Source: an optimization exercise on an open RTL-to-GDS flow (aim: small area). Production flows keep margins and buffers that such runs may drop.
Function was checked by simulation only, so behaviour that the tests miss may differ from the original.
No activity file was given, so power comes from the tool's default toggle rates.

==> design.v <==
package konark_hwpe_ctrl_pkg;
  localparam logic [5:0] REG_TRIGGER    = 6'h00;
  localparam logic [5:0] REG_ACQUIRE    = 6'h01;
  localparam logic [5:0] REG_STATUS     = 6'h02;
  localparam logic [5:0] REG_JOB_ID     = 6'h03;
  localparam logic [5:0] REG_SOFT_CLEAR = 6'h04;
  localparam logic [5:0] REG_JOB_BASE   = 6'h10;
  localparam int STATUS_ERR_BIT   = 31;
  localparam int STATUS_COUNT_LSB = 8;
  localparam int STATUS_BUSY_BIT  = 0;
  localparam logic [31:0] ACQUIRE_FAIL = 32'hFFFF_FFFF;
  typedef enum logic [1:0] {
    ST_IDLE  = 2'd0,
    ST_START = 2'd1,
    ST_RUN   = 2'd2
  } ctrl_state_e;
  function automatic logic [31:0] apply_strb(input logic [31:0] old_word,
                                             input logic [31:0] new_word,
                                             input logic [3:0]  strb);
    for (int b = 0; b < 4; b++) begin
      apply_strb[8*b +: 8] = strb[b] ? new_word[8*b +: 8] : old_word[8*b +: 8];
    end
  endfunction
endpackage
module konark_hwpe_ctx_regfile #(
  parameter int NrContext = 2,
  parameter int NrJobRegs = 16,
  parameter int PtrW = $clog2(NrContext),
  parameter int IdxW = $clog2(NrJobRegs)
) (
  input  logic                    clk_i,
  input  logic                    rst_ni,
  input  logic                    we_i,
  input  logic [PtrW-1:0]         wctx_i,
  input  logic [IdxW-1:0]         widx_i,
  input  logic [31:0]             wdata_i,
  input  logic [3:0]              wstrb_i,
  input  logic [PtrW-1:0]         rctx_a_i,
  input  logic [IdxW-1:0]         ridx_a_i,
  output logic [31:0]             rdata_a_o,
  input  logic [PtrW-1:0]         rctx_b_i,
  output logic [NrJobRegs*32-1:0] rdata_b_o
);
  logic [31:0] mem_q [NrContext][NrJobRegs];
  always_ff @(posedge clk_i) begin
    if (!rst_ni) begin
      for (int c = 0; c < NrContext; c++) begin
        for (int r = 0; r < NrJobRegs; r++) begin
          mem_q[c][r] <= '0;
        end
      end
    end else if (we_i) begin
      for (int b = 0; b < 4; b++) begin
        if (wstrb_i[b]) mem_q[wctx_i][widx_i][8*b +: 8] <= wdata_i[8*b +: 8];
      end
    end
  end
  assign rdata_a_o = mem_q[rctx_a_i][ridx_a_i];
  for (genvar g = 0; g < NrJobRegs; g++) begin : g_job_regs
    assign rdata_b_o[g*32 +: 32] = mem_q[rctx_b_i][g];
  end
endmodule
module konark_hwpe_ctrl_slave #(
  parameter int NrCores   = 9,
  parameter int NrContext = 2,
  parameter int NrJobRegs = 16,
  parameter int IdWidth   = 2,
  parameter int AddrWidth = 32
) (
  input  logic                    clk_i,
  input  logic                    rst_ni,
  input  logic                    req_valid_i,
  output logic                    req_ready_o,
  input  logic [AddrWidth-1:0]    req_addr_i,
  input  logic                    req_write_i,
  input  logic [31:0]             req_wdata_i,
  input  logic [3:0]              req_strb_i,
  input  logic [IdWidth-1:0]      req_id_i,
  output logic                    rsp_valid_o,
  output logic [31:0]             rsp_rdata_o,
  output logic [IdWidth-1:0]      rsp_id_o,
  output logic                    job_start_o,
  output logic [NrJobRegs*32-1:0] job_regs_o,
  input  logic                    job_done_i,
  output logic                    clear_o,
  output logic                    busy_o,
  output logic [NrCores-1:0]      evt_o
);
  localparam int PtrW = $clog2(NrContext);
  localparam int CntW = PtrW + 1;
  localparam int IdxW = $clog2(NrJobRegs);
  logic [PtrW-1:0]    wptr_q, rptr_q;
  logic [CntW-1:0]    count_q;
  logic [7:0]         job_id_q;
  logic               err_q;
  konark_hwpe_ctrl_pkg::ctrl_state_e state_q;
  konark_hwpe_ctrl_pkg::ctrl_state_e state_d;
  logic               rsp_valid_q;
  logic [31:0]        rsp_rdata_q;
  logic [IdWidth-1:0] rsp_id_q;
  logic               clear_q;
  logic [NrCores-1:0] evt_q;
  logic [5:0]      word, job_off;
  logic [IdxW-1:0] job_idx;
  logic            is_job, full, running;
  logic            req_fire, wr_fire;
  logic            do_trigger, trigger_err, do_clear, job_we, done_ok;
  logic [31:0]     ctx_rdata, rdata_d;
  logic            unused_addr;
  assign req_ready_o = rst_ni;
  assign req_fire    = req_valid_i & req_ready_o;
  assign wr_fire     = req_fire & req_write_i;
  assign word        = req_addr_i[7:2];
  assign job_off     = word - konark_hwpe_ctrl_pkg::REG_JOB_BASE;
  assign job_idx     = job_off[IdxW-1:0];
  assign is_job      = (word >= konark_hwpe_ctrl_pkg::REG_JOB_BASE) && (int'(job_off) < NrJobRegs);
  assign unused_addr = ^{req_addr_i[AddrWidth-1:8], req_addr_i[1:0], job_off[5:IdxW]};
  assign full    = (count_q == CntW'(NrContext));
  assign running = (state_q != konark_hwpe_ctrl_pkg::ST_IDLE);
  assign do_trigger  = wr_fire & (word == konark_hwpe_ctrl_pkg::REG_TRIGGER) & !full;
  assign trigger_err = wr_fire & (word == konark_hwpe_ctrl_pkg::REG_TRIGGER) & full;
  assign do_clear    = wr_fire & (word == konark_hwpe_ctrl_pkg::REG_SOFT_CLEAR);
  assign job_we      = wr_fire & is_job & !full;
  assign done_ok     = job_done_i & (state_q == konark_hwpe_ctrl_pkg::ST_RUN) & !do_clear;
  konark_hwpe_ctx_regfile #(
    .NrContext (NrContext),
    .NrJobRegs (NrJobRegs)
  ) i_ctx_regfile (
    .clk_i     (clk_i),
    .rst_ni    (rst_ni),
    .we_i      (job_we),
    .wctx_i    (wptr_q),
    .widx_i    (job_idx),
    .wdata_i   (req_wdata_i),
    .wstrb_i   (req_strb_i),
    .rctx_a_i  (wptr_q),
    .ridx_a_i  (job_idx),
    .rdata_a_o (ctx_rdata),
    .rctx_b_i  (rptr_q),
    .rdata_b_o (job_regs_o)
  );
  always_comb begin
    rdata_d = '0;
    if (!req_write_i) begin
      if (is_job) begin
        rdata_d = ctx_rdata;
      end else begin
        case (word)
          konark_hwpe_ctrl_pkg::REG_ACQUIRE: rdata_d = full ? konark_hwpe_ctrl_pkg::ACQUIRE_FAIL : 32'(wptr_q);
          konark_hwpe_ctrl_pkg::REG_STATUS: begin
            rdata_d[konark_hwpe_ctrl_pkg::STATUS_ERR_BIT]             = err_q;
            rdata_d[konark_hwpe_ctrl_pkg::STATUS_COUNT_LSB +: 8]      = 8'(count_q);
            rdata_d[konark_hwpe_ctrl_pkg::STATUS_BUSY_BIT]            = running;
          end
          konark_hwpe_ctrl_pkg::REG_JOB_ID:  rdata_d = 32'(job_id_q);
          default:     rdata_d = '0;
        endcase
      end
    end
  end
  always_ff @(posedge clk_i) begin
    if (!rst_ni) begin
      rsp_valid_q <= 1'b0;
      rsp_rdata_q <= '0;
      rsp_id_q    <= '0;
      clear_q     <= 1'b0;
      evt_q       <= '0;
      wptr_q      <= '0;
      rptr_q      <= '0;
      count_q     <= '0;
      job_id_q    <= '0;
      err_q       <= 1'b0;
    end else begin
      rsp_valid_q <= req_fire;
      if (req_fire) begin
        rsp_rdata_q <= rdata_d;
        rsp_id_q    <= req_id_i;
      end
      clear_q <= do_clear;
      evt_q   <= {NrCores{done_ok}};
      if (do_clear) begin
        wptr_q  <= '0;
        rptr_q  <= '0;
        count_q <= '0;
        err_q   <= 1'b0;
      end else begin
        if (do_trigger) begin
          wptr_q   <= wptr_q + 1'b1;
          job_id_q <= job_id_q + 8'd1;
        end
        if (trigger_err) err_q <= 1'b1;
        if (done_ok) rptr_q <= rptr_q + 1'b1;
        case ({do_trigger, done_ok})
          2'b10:   count_q <= count_q + 1'b1;
          2'b01:   count_q <= count_q - 1'b1;
          default: count_q <= count_q;
        endcase
      end
    end
  end
  always_ff @(posedge clk_i) begin
    if (!rst_ni) state_q <= konark_hwpe_ctrl_pkg::ST_IDLE;
    else         state_q <= state_d;
  end
  always_comb begin
    state_d = state_q;
    case (state_q)
      konark_hwpe_ctrl_pkg::ST_IDLE:  if (count_q != '0) state_d = konark_hwpe_ctrl_pkg::ST_START;
      konark_hwpe_ctrl_pkg::ST_START: state_d = konark_hwpe_ctrl_pkg::ST_RUN;
      konark_hwpe_ctrl_pkg::ST_RUN:   if (job_done_i) state_d = konark_hwpe_ctrl_pkg::ST_IDLE;
      default:  state_d = konark_hwpe_ctrl_pkg::ST_IDLE;
    endcase
    if (do_clear) state_d = konark_hwpe_ctrl_pkg::ST_IDLE;
  end
  always_comb begin
    job_start_o = (state_q == konark_hwpe_ctrl_pkg::ST_START);
    busy_o      = running;
  end
  assign rsp_valid_o = rsp_valid_q;
  assign rsp_rdata_o = rsp_rdata_q;
  assign rsp_id_o    = rsp_id_q;
  assign clear_o     = clear_q;
  assign evt_o       = evt_q;
endmodule
==> run.sh <==
#!/bin/bash
# synth_recipe.tcl (not shown) runs the flow's synth.tcl, then flattens the netlist and writes it again
# the make line also repeats each setting of config.mk as NAME=value (left out here)
make -C /OpenROAD-flow-scripts/flow DESIGN_CONFIG=/design/flow/config.mk WORK_HOME=/design/flow/orfs CLKGATE_MAP_FILE= SYNTH_SCRIPT=/design/flow/synth_recipe.tcl finish
==> config.mk <==
export PLATFORM = sky130hd
export DESIGN_NAME = konark_hwpe_ctrl_slave
export DESIGN_NICKNAME = konark_hwpe_ctrl_slave
export VERILOG_FILES = /design/flow/design.v
export SDC_FILE = /design/flow/constraint.sdc
export NUM_CORES = 4
export LEC_CHECK = 0
export CAP_MARGIN = 20
export CORE_MARGIN = 2
export CORE_UTILIZATION = 40
export SLEW_MARGIN = 20
==> constraint.sdc <==
create_clock -name core_clock -period 5.0 [get_ports {clk_i}]
set_input_delay 1.0000 -clock core_clock [delete_from_list [all_inputs] [get_ports {clk_i}]]
set_output_delay 1.0000 -clock core_clock [all_outputs]
set_load 0.01 [all_outputs]
==> flow_summary.toml <==
[synth]
syn-mean-instance-area_sq_um = 14.1
synth-seq-area-share_pct = 57.4
ys_async_sr_fraction_pct = 0
ys_top_cells_by_area = "edfxtp_1, and2_1, mux2_2"
yosys_warnings = 2
synth_top_area_share_pct = 55.5
syn_nets = 3999
synth_top_cells_by_count = "and2_1, edfxtp_1, mux2_2"
synthesis.area_sq_mm = 0.0554
synth_ff_type = "edfxtp_1"
synth.most_common_cell = "and2_1"
synthDistinctLibCells = 59
syn_inst = 3922
ys_seq_elements = 1077
synth_area_leader_cell = "edfxtp_1"
synth_edf_count = 1024

[power]
powerDensity_mw_per_mm2 = 320
swShare_pct = 24.7
vdd_drop_max_v = 0.000332
pwr-share-clk_pct = 41.1
p_int_mw = 16.4
comb_power_share_pct = 10.9
p_sw_mw = 5.37
power_frac_seq_pct = 48.0
power.static_leakage_nw = 23.8

[setup_path]
worst-r2r-cell-count = 5
required_ps = 4000
cp_slowest_cell = "buf_4"
cp.arrival_ps = 3150
r2r-end = "i_ctx_regfile.mem_q[5][15]"
critPathCaptureType = "output pin"
r2r-start = "wptr_q"
crit_fanout = 64
startpoint_type = "flip-flop"
critPathLaunch = "rptr_q"
worstSetupPathType = "flip-flop to output pin"
worst-path-buf-inv = 2
path_depth = 3
slowest_delay_ps = 750
critPathTopFamily = "buffers and inverters"
r2r_setup_slack_ps = 2060
endpoint = "job_regs_o[221]"
cp_cell_sequence = "buf_4 > mux2_2 > clkdlybuf4s50_1"

[floorplanning]
fp.dieW_um = 376
start_util_pct = 40.3
core_area_sq_mm = 0.137
io_pins = 635
die_h_um = 376
dieArea_sq_mm = 0.141
num_rows = 136

[grt]
antenna_found_initial = 8
grt_pass1_wl_mm = 287
grtUsageTotal_pct = 29.1
grt_pass1_vias = 36800
grt-ovfl-total = 0
grt_start_max_net_pins = 104

[cts]
path_clk_slew_ps = 60
cts_tree = "yes"
clockBufferDepth = 3
cts-resized-gates = 0
cts-root-buf = "clkbuf_16"
cts_sinks = 1077
holdBufCountCts = 0
cts_made_buffers = 120
htree_num_levels = 3
clock_latency_ps = 770
postCtsSetupBuffers = 0

[timing]
max_freq_ghz = 0.241
fin_crit_sh_pct = 82.9
setup_slack_ps = 854
fin_tns_setup_ps = 0
fin_crit_ps = 4150
hold_viol = 0
rsz0062_at_grt = "no"
hold_slack_ps = 443
fin_worst_skew_ps = 35.3
setup_viol = 0
maxSlewViolCount = 0
slew-limit-headroom_pct = 24.1
worst_slew_pin_slew_ps = 1140

[worst_hold_path]
hold_path_class = "flip-flop to flip-flop"

[detailed_routing]
first_pass_iters = 5
drtAntennaViolNets = 0
drt-initial-drc-count = 4018
wirelength_mm = 210
viasPerCell = 5.69
drcViolationCount = 0
vias = 36800
detail_route.wl_per_cell_um = 32.5

[cells_and_area]
fill_cells = 11800
seqCellArea_sq_mm = 0.0318
multi_input_area_sq_mm = 0.0223
fin_area_sq_mm = 0.0680
fin_nets = 4635
drive_above_1_share_pct = 25.5
area_delta_synth_final_pct = 22.7
post-route-util_pct = 49.4

[placed_design]
dp_hpwl_mm = 150
gp_congestion = 0.909
portBuffers = 608
pre_cts_slack_ps = 631
placed_area_sq_mm = 0.0641

[flow_run]
cap_violations = 0

[status]
outcome = "complete, no violations"
kinds of logic after synthesis:
family | Yosys count | share of synthesized area [%]
xor gates and xnor gates | 11 | 0.174
AOI/OAI and AO/OA | 294 | 3.29
and+or+nand+nor | 1377 | 14.5
muxes | 854 | 22.1
DFF | 1077 | 57.4
buffers and inverters | 307 | 2.46
adders and majority gates | 2 | 0.0452
routing by layer:
metal	vias to the layer above	global-route usage, %	wire length (um)
met4	4	11.2	8410
met2	1670	45.5	96100
met5	-	0	23
met1	18900	39.4	87300
li1	15900	-	-
met3	306	6.86	18300
final cells by class:
cell class | instances | share of cell area, %
sequential | 1077 | 46.8
antenna | 5 | 0.0184
clock buffer | 155 | 4.73
multi-input combinational | 2538 | 32.8
tap | 1794 | 3.30
clock inverter | 71 | 0.990
inverter | 1 | 0.00552
timing repair buffer | 820 | 11.4
worst min-delay path by stage:
stage	cells past startpoint	from	end	slack, ps
6_report	2	rsp_rdata_q[18]	rsp_rdata_q[18]	440
5_1_grt	2	rsp_rdata_q[29]	rsp_rdata_q[29]	470
4_1_cts	2	rsp_rdata_q[18]	rsp_rdata_q[18]	440
3_3_place_gp	2	rsp_rdata_q[18]	rsp_rdata_q[18]	430
2_1_floorplan	2	err_q	err_q	440
3_5_place_dp	2	rsp_rdata_q[18]	rsp_rdata_q[18]	440
stage by stage:
step	instances	power, mW
final	6461	21.7
after global routing	6456	22.2
after floorplan	3922	11.6
after global placement	6228	13.0
after detailed placement	6229	13.0
after CTS	6455	21.8
flip-flops by register name (all words and copies together) (netlist names), named ones only:
| name | cells |
|---|---|
| rsp_rdata_q | 32 |
| job_id_q | 8 |
| rptr_q | 1 |
| i_ctx_regfile.mem_q | 1024 |
| clear_q | 1 |
| state_q | 2 |
| err_q | 1 |
| rsp_valid_q | 1 |
| count_q | 2 |
| evt_q | 1 |
| rsp_id_q | 2 |
| wptr_q | 1 |
power groups by stage:
| stage | logic, mW | clock network [mW] | registers (mW) |
|---|---|---|---|
| 2_1_floorplan | 1.13 | 0 | 10.5 |
| 3_3_place_gp | 2.36 | 0 | 10.6 |
| 3_5_place_dp | 2.37 | 0 | 10.6 |
| 4_1_cts | 2.38 | 9.00 | 10.4 |
| 5_1_grt | 2.45 | 9.32 | 10.5 |
| 6_report | 2.38 | 8.93 | 10.4 |
worst min-delay path: cells and delay by family, from the launching register on:
kind,cells,cell delay [ps]
DFF,1,310
and+or+nand+nor,2,90
placed cells by master, fill, tap and decap left out, drive strengths merged, types with 93 or more instances in the layout:
cell type,synthesis,layout
mux4,244,244
clkdlybuf4s50,0,591
edfxtp,1024,1024
buf,90,229
mux2,517,517
and2,1035,1035
mux2i,93,93
nor2,171,171
clkbuf,216,155
o21ai,138,138

==> re-timing with driven ports <==
The results above use ideal ports. As a check the final layout listed here was re-extracted and re-timed, cells and wires unchanged. Step 1 assumes that a clkbuf_16 drives the clock port and a buf_2 every other input. Step 2 moves the port delays by t, midway between the first and last clock arrival at a register: inputs arrive t later, outputs are due t later. That takes back most of the time a late clock gives input paths. Three values: ideal ports, drivers, drivers and shift; two values: the first two.
t, ns: 0.830
slack for setup (ns): 0.854 / 0.775 / 0.548
worst hold slack (ns): 0.443 / 0.443 / 0.443
worst register clock-pin slew, ns: 0.07 / 0.07
After both steps setup and hold are still met in this run. The setup slack of this run moves by -0.079 ns with the drivers and by -0.306 ns with both steps.
